Background: an optimization exercise with open tools, aiming at small area. Do not read the settings as production practice. In this exercise RTL edits were held to simulation tests only and were not proved equivalent to the original. No activity file was given, so power comes from the tool's default toggle rates.

old:
## cop_issue_core
module cop_issue_core #(
  parameter int              XLEN      = 32,
  parameter int              NREG      = 32,
  parameter int              MFC_DEPTH = 4,
  parameter logic [XLEN-1:0] RESET_PC  = '0,
  parameter bit              R0_ZERO   = 1'b1
) (
  input  logic            cpu_clock,
  input  logic            cpu_reset_b,
  output logic            ins_fetch_req,
  output logic [XLEN-1:0] ins_pc,
  input  logic [31:0]     instruction,
  input  logic            cop_hold,
  output logic [31:0]     cop_inst,
  output logic            cop_inst_valid,
  output logic [XLEN-1:0] gpr_to_cop,
  input  logic [XLEN-1:0] gpr_from_cop,
  input  logic            gpr_from_cop_valid,
  output logic            err_spurious
);
Size in the first run: ~5300 cells after synthesis, roughly 1100 flip-flops, roughly 170 I/O pins, about 48000 sq um of cells after synthesis.
export LEC_CHECK = 0
export CAP_MARGIN = 20
export CORE_MARGIN = 2
export CORE_UTILIZATION = 55
export SLEW_MARGIN = 20
export CTS_ARGS = -sink_clustering_enable -repair_clock_nets -dont_use_dummy_load -buf_list sky130_fd_sc_hd__clkbuf_16 -sink_clustering_size 20 -sink_clustering_max_diameter 100
export BUFFER_PORTS_ARGS = -buffer_cell sky130_fd_sc_hd__buf_1
create_clock -name core_clock -period 10.0 [get_ports {cpu_clock}]
standard.sh (not shown) runs the stock make flow with config.mk's settings and CLKGATE_MAP_FILE= SYNTH_SCRIPT=/design/flow/synth_recipe.tcl, a recipe that flattens the netlist after the stock synthesis.
==> flow/flow/run.sh <==
#!/bin/bash
# Standard ORFS layout with three changes to how it is built:
#  - clock tree: larger leaf clusters of clkbuf_16 and no dummy balancing loads
#  - every input and output port still gets its own buffer, a buf_1
# Each tool's output goes to the ORFS logs (orfs/logs/...) and to run_standard.log here.
set -euo pipefail
cat >> config.mk <<'EOC'
export CTS_ARGS = -sink_clustering_enable -repair_clock_nets -dont_use_dummy_load -buf_list sky130_fd_sc_hd__clkbuf_16 -sink_clustering_size 20 -sink_clustering_max_diameter 100
export BUFFER_PORTS_ARGS = -buffer_cell sky130_fd_sc_hd__buf_1
EOC
bash standard.sh > run_standard.log 2>&1
## Diff of input files: new against old
- putting RECOVER_POWER at 100 where nothing was set
==> flow/flow/run.sh <==
#!/bin/bash
# Standard ORFS layout with three changes to how it is built:
#  - clock tree: larger leaf clusters of clkbuf_16 and no dummy balancing loads
#  - every input and output port still gets its own buffer, a buf_1
#  - after global routing, cells on paths with slack are downsized (RECOVER_POWER)
# Each tool's output goes to the ORFS logs (orfs/logs/...) and to run_standard.log here.
set -euo pipefail
cat >> config.mk <<'EOC'
export CTS_ARGS = -sink_clustering_enable -repair_clock_nets -dont_use_dummy_load -buf_list sky130_fd_sc_hd__clkbuf_16 -sink_clustering_size 20 -sink_clustering_max_diameter 100
export BUFFER_PORTS_ARGS = -buffer_cell sky130_fd_sc_hd__buf_1
export RECOVER_POWER = 100
EOC
bash standard.sh > run_standard.log 2>&1
- No stage failed in old, and the final checks on the layout all came back clean.
- The final report for new shows a completed flow and a layout that fails verification, specifically max-capacitance violations, max-slew violations.
- Summary of new over old: combinational power has decreased; floorplan core area flat; number of antenna violations at the first check in global routing now sits higher.
- Average vias per placed instance across old and new: no real change.
- Compared old against new; clock edge transition at the registers on the reported setup and hold paths within noise.


== the baseline ==
The RTL this note starts from:
==> flow/design.v <==
package cop_issue_pkg;
  localparam logic [5:0] OP_LUI   = 6'h0F;
  localparam logic [5:0] OP_ORI   = 6'h0D;
  localparam logic [5:0] OP_ADDIU = 6'h09;
  localparam logic [5:0] OP_COP1  = 6'h11;
  localparam logic [4:0] FMT_MF   = 5'd0;
  localparam logic [4:0] FMT_MT   = 5'd4;
  localparam int OP_LSB  = 26;
  localparam int FMT_LSB = 21;
  localparam int RS_LSB  = 21;
  localparam int RT_LSB  = 16;
  typedef struct packed {
    logic        lui;
    logic        ori;
    logic        addiu;
    logic        cop1;
    logic        mtc1;
    logic        mfc1;
    logic [4:0]  rs;
    logic [4:0]  rt;
    logic [15:0] imm;
  } dec_t;
  function automatic dec_t decode(input logic [31:0] w);
    dec_t       d;
    logic [5:0] op;
    logic [4:0] fmt;
    op      = w[OP_LSB +: 6];
    fmt     = w[FMT_LSB +: 5];
    d.lui   = (op == OP_LUI);
    d.ori   = (op == OP_ORI);
    d.addiu = (op == OP_ADDIU);
    d.cop1  = (op == OP_COP1);
    d.mtc1  = d.cop1 && (fmt == FMT_MT) && (w[10:0] == 11'd0);
    d.mfc1  = d.cop1 && (fmt == FMT_MF) && (w[10:0] == 11'd0);
    d.rs    = w[RS_LSB +: 5];
    d.rt    = w[RT_LSB +: 5];
    d.imm   = w[15:0];
    decode  = d;
  endfunction
endpackage
module cop_dest_fifo #(
  parameter int DEPTH = 4,
  parameter int W     = 5
) (
  input  logic         clk,
  input  logic         rst_b,
  input  logic         push,
  input  logic [W-1:0] push_data,
  input  logic         pop,
  input  logic [W-1:0] look_a,
  input  logic [W-1:0] look_b,
  output logic [W-1:0] head,
  output logic         full,
  output logic         empty,
  output logic         hit_a,
  output logic         hit_b
);
  localparam int AW = (DEPTH > 1) ? $clog2(DEPTH) : 1;
  logic [DEPTH-1:0][W-1:0] mem;
  logic [DEPTH-1:0]        vld;
  logic [AW-1:0]           rd_idx, wr_idx;
  function automatic logic [AW-1:0] inc(input logic [AW-1:0] i);
    inc = (i == AW'(DEPTH - 1)) ? '0 : i + 1'b1;
  endfunction
  assign full  = &vld;
  assign empty = ~|vld;
  assign head  = mem[rd_idx];
  always_comb begin
    hit_a = 1'b0;
    hit_b = 1'b0;
    for (int i = 0; i < DEPTH; i++) begin
      hit_a = hit_a | (vld[i] & (mem[i] == look_a));
      hit_b = hit_b | (vld[i] & (mem[i] == look_b));
    end
  end
  always_ff @(posedge clk) begin
    if (push) mem[wr_idx] <= push_data;
  end
  always_ff @(posedge clk) begin
    if (!rst_b) begin
      rd_idx <= '0;
      wr_idx <= '0;
      vld    <= '0;
    end else begin
      if (pop) begin
        vld[rd_idx] <= 1'b0;
        rd_idx      <= inc(rd_idx);
      end
      if (push) begin
        vld[wr_idx] <= 1'b1;
        wr_idx      <= inc(wr_idx);
      end
    end
  end
endmodule
module cop_issue_core #(
  parameter int              XLEN      = 32,
  parameter int              NREG      = 32,
  parameter int              MFC_DEPTH = 4,
  parameter logic [XLEN-1:0] RESET_PC  = '0,
  parameter bit              R0_ZERO   = 1'b1
) (
  input  logic            cpu_clock,
  input  logic            cpu_reset_b,
  output logic            ins_fetch_req,
  output logic [XLEN-1:0] ins_pc,
  input  logic [31:0]     instruction,
  input  logic            cop_hold,
  output logic [31:0]     cop_inst,
  output logic            cop_inst_valid,
  output logic [XLEN-1:0] gpr_to_cop,
  input  logic [XLEN-1:0] gpr_from_cop,
  input  logic            gpr_from_cop_valid,
  output logic            err_spurious
);
  localparam int NW = (NREG > 1) ? $clog2(NREG) : 1;
  localparam int R0 = R0_ZERO ? 1 : 0;
  cop_issue_pkg::dec_t       d;
  logic [NW-1:0]             rs, rt, ra, head;
  logic [NREG-1:0][XLEN-1:0] gpr;
  logic [XLEN-1:0]           pc, rdata, alu;
  logic                      alu_we, haz, stall, consume, push, ret, full, empty;
  logic                      pend_rs, pend_rt, alu_wr;
  assign d      = cop_issue_pkg::decode(instruction);
  assign rs     = d.rs[NW-1:0];
  assign rt     = d.rt[NW-1:0];
  assign alu_we = d.lui | d.ori | d.addiu;
  assign haz   = ((d.ori | d.addiu) & pend_rs)
               | ((d.mtc1 | alu_we | d.mfc1) & pend_rt);
  assign stall = haz | (d.cop1 & cop_hold) | (d.mfc1 & full);
  assign consume        = ~stall & cpu_reset_b;
  assign ins_fetch_req  = ~stall;
  assign ins_pc         = pc;
  assign cop_inst_valid = d.cop1 & consume;
  assign cop_inst       = instruction;
  assign gpr_to_cop     = rdata;
  assign push           = d.mfc1 & consume;
  assign ret            = gpr_from_cop_valid & ~empty;
  assign alu_wr         = alu_we & consume;
  assign ra = instruction[30] ? rt : rs;
  always_comb begin
    rdata = '0;
    for (int i = R0; i < NREG; i++)
      rdata = rdata | ({XLEN{ra == NW'(i)}} & gpr[i]);
  end
  always_comb begin
    if (instruction[27])      alu = XLEN'({d.imm, 16'h0000});
    else if (instruction[28]) alu = rdata | XLEN'(d.imm);
    else                      alu = rdata + XLEN'($signed(d.imm));
  end
  for (genvar i = 0; i < NREG; i++) begin : g_reg
    if (i < R0) begin : g_zero
      assign gpr[i] = '0;
    end else begin : g_ff
      logic wc, wa, wh;
      assign wc = cpu_reset_b & ret & (head == NW'(i));
      assign wa = cpu_reset_b & alu_wr & (rt == NW'(i));
      assign wh = cpu_reset_b & ~(ret & (head == NW'(i))) & ~(alu_wr & (rt == NW'(i)));
      always_ff @(posedge cpu_clock)
        gpr[i] <= ({XLEN{wc}} & gpr_from_cop) | ({XLEN{wa}} & alu) | ({XLEN{wh}} & gpr[i]);
    end
  end
  always_ff @(posedge cpu_clock) begin
    if (!cpu_reset_b) begin
      pc           <= RESET_PC;
      err_spurious <= 1'b0;
    end else begin
      if (!stall) pc <= pc + XLEN'(4);
      if (gpr_from_cop_valid && empty) err_spurious <= 1'b1;
    end
  end
  cop_dest_fifo #(
    .DEPTH (MFC_DEPTH),
    .W     (NW)
  ) u_fifo (
    .clk       (cpu_clock),
    .rst_b     (cpu_reset_b),
    .push      (push),
    .push_data (rt),
    .pop       (ret),
    .look_a    (rs),
    .look_b    (rt),
    .head      (head),
    .full      (full),
    .empty     (empty),
    .hit_a     (pend_rs),
    .hit_b     (pend_rt)
  );
endmodule
clock: 10.0 ns
lec_check: 0
cap_margin: 20
core_margin: 2
core_utilization: 65
slew_margin: 20
cts_args: -sink_clustering_enable -repair_clock_nets -dont_use_dummy_load -buf_list sky130_fd_sc_hd__clkbuf_16 -sink_clustering_size 20 -sink_clustering_max_diameter 100
buffer_ports_args: -buffer_cell sky130_fd_sc_hd__buf_1
==> flow/flow/run.sh <==
#!/bin/bash
# Standard ORFS layout with three changes to how it is built:
#  - clock tree: larger leaf clusters of clkbuf_16 and no dummy balancing loads
#  - every input and output port still gets its own buffer, a buf_1
# Each tool's output goes to the ORFS logs (orfs/logs/...) and to run_standard.log here.
set -euo pipefail
cat >> config.mk <<'EOC'
export CTS_ARGS = -sink_clustering_enable -repair_clock_nets -dont_use_dummy_load -buf_list sky130_fd_sc_hd__clkbuf_16 -sink_clustering_size 20 -sink_clustering_max_diameter 100
export BUFFER_PORTS_ARGS = -buffer_cell sky130_fd_sc_hd__buf_1
EOC
bash standard.sh > run_standard.log 2>&1
The baseline finished all stages; the layout is clean.
### the baseline -> the candidate
# the baseline
export LEC_CHECK = 0
export CAP_MARGIN = 20
export CORE_MARGIN = 2
export CORE_UTILIZATION = 65
export SLEW_MARGIN = 20
export CTS_ARGS = -sink_clustering_enable -repair_clock_nets -dont_use_dummy_load -buf_list sky130_fd_sc_hd__clkbuf_16 -sink_clustering_size 20 -sink_clustering_max_diameter 100
export BUFFER_PORTS_ARGS = -buffer_cell sky130_fd_sc_hd__buf_1
create_clock -name core_clock -period 10.0 [get_ports {cpu_clock}]
# the candidate
export LEC_CHECK = 0
export CAP_MARGIN = 20
export CORE_MARGIN = 2
export CORE_UTILIZATION = 40
export SLEW_MARGIN = 20
create_clock -name core_clock -period 10.0 [get_ports {cpu_clock}]
==> flow/run.sh (new file) <==
#!/bin/bash
# synth_recipe.tcl (not shown) runs the flow's synth.tcl, then flattens the netlist and writes it again
# the make line also repeats each setting of config.mk as NAME=value (left out here)
make -C /OpenROAD-flow-scripts/flow DESIGN_CONFIG=/design/flow/config.mk WORK_HOME=/design/flow/orfs CLKGATE_MAP_FILE= SYNTH_SCRIPT=/design/flow/synth_recipe.tcl finish
removed: flow/flow/run.sh
removed: flow/standard.sh
## What came out
The candidate finished end to end and its layout was clean on timing, DRC and antenna.
The candidate ends up with lower routability congestion estimate than the baseline does.
Re sequential cell area: no difference whatsoever between the candidate and the baseline.
From the baseline to the candidate the numbers moved as follows: share of the core filled with cells in the final layout lower; post-detailed-routing wire length higher; non-clock buffer count higher; switching part of the total lower.
The candidate leaves less setup margin than the baseline.
Achievable frequency deteriorates in the candidate relative to the baseline.
Per the comparison of the candidate with the baseline, clock buffer instance count of the final layout has increased, leakage component of the power has increased, total routing usage reported by global routing has decreased.

==> port drivers added, routing unchanged <==
No port has a modelled driver above. Below, the same layouts with a new extraction and two added sets of constraints. Step 1 (the two cells are an assumption about what drives the block):
set clk [get_ports {cpu_clock}]
set_driving_cell -lib_cell sky130_fd_sc_hd__clkbuf_16 $clk
set_driving_cell -lib_cell sky130_fd_sc_hd__buf_2 [delete_from_list [all_inputs] $clk]
Step 2 also shifts input and output timing later by t, the mid clock arrival at the registers, as if the neighbouring blocks saw the same clock. a / b / c = ideal ports / drivers / drivers and shift; a / b = the first two.
run | shift t [ns] | slack for setup (ns) | latest minus earliest clock arrival (ns) | pins driven straight from the clock port
old | 0.757 | 1.375 / 1.382 / 0.625 | 0.055 / 0.056 | 1
new | 0.758 | 0.679 / 0.733 / -0.026 | 0.060 / 0.061 | 1
the baseline | 0.750 | 1.329 / 1.379 / 0.628 | 0.095 / 0.095 | 1
the candidate | 0.813 | 0.322 / 0.382 / -0.431 | 0.040 / 0.040 | 1
The setup slack of the candidate, which loses most, moves by +0.060 ns with the drivers and by -0.753 ns with both steps.
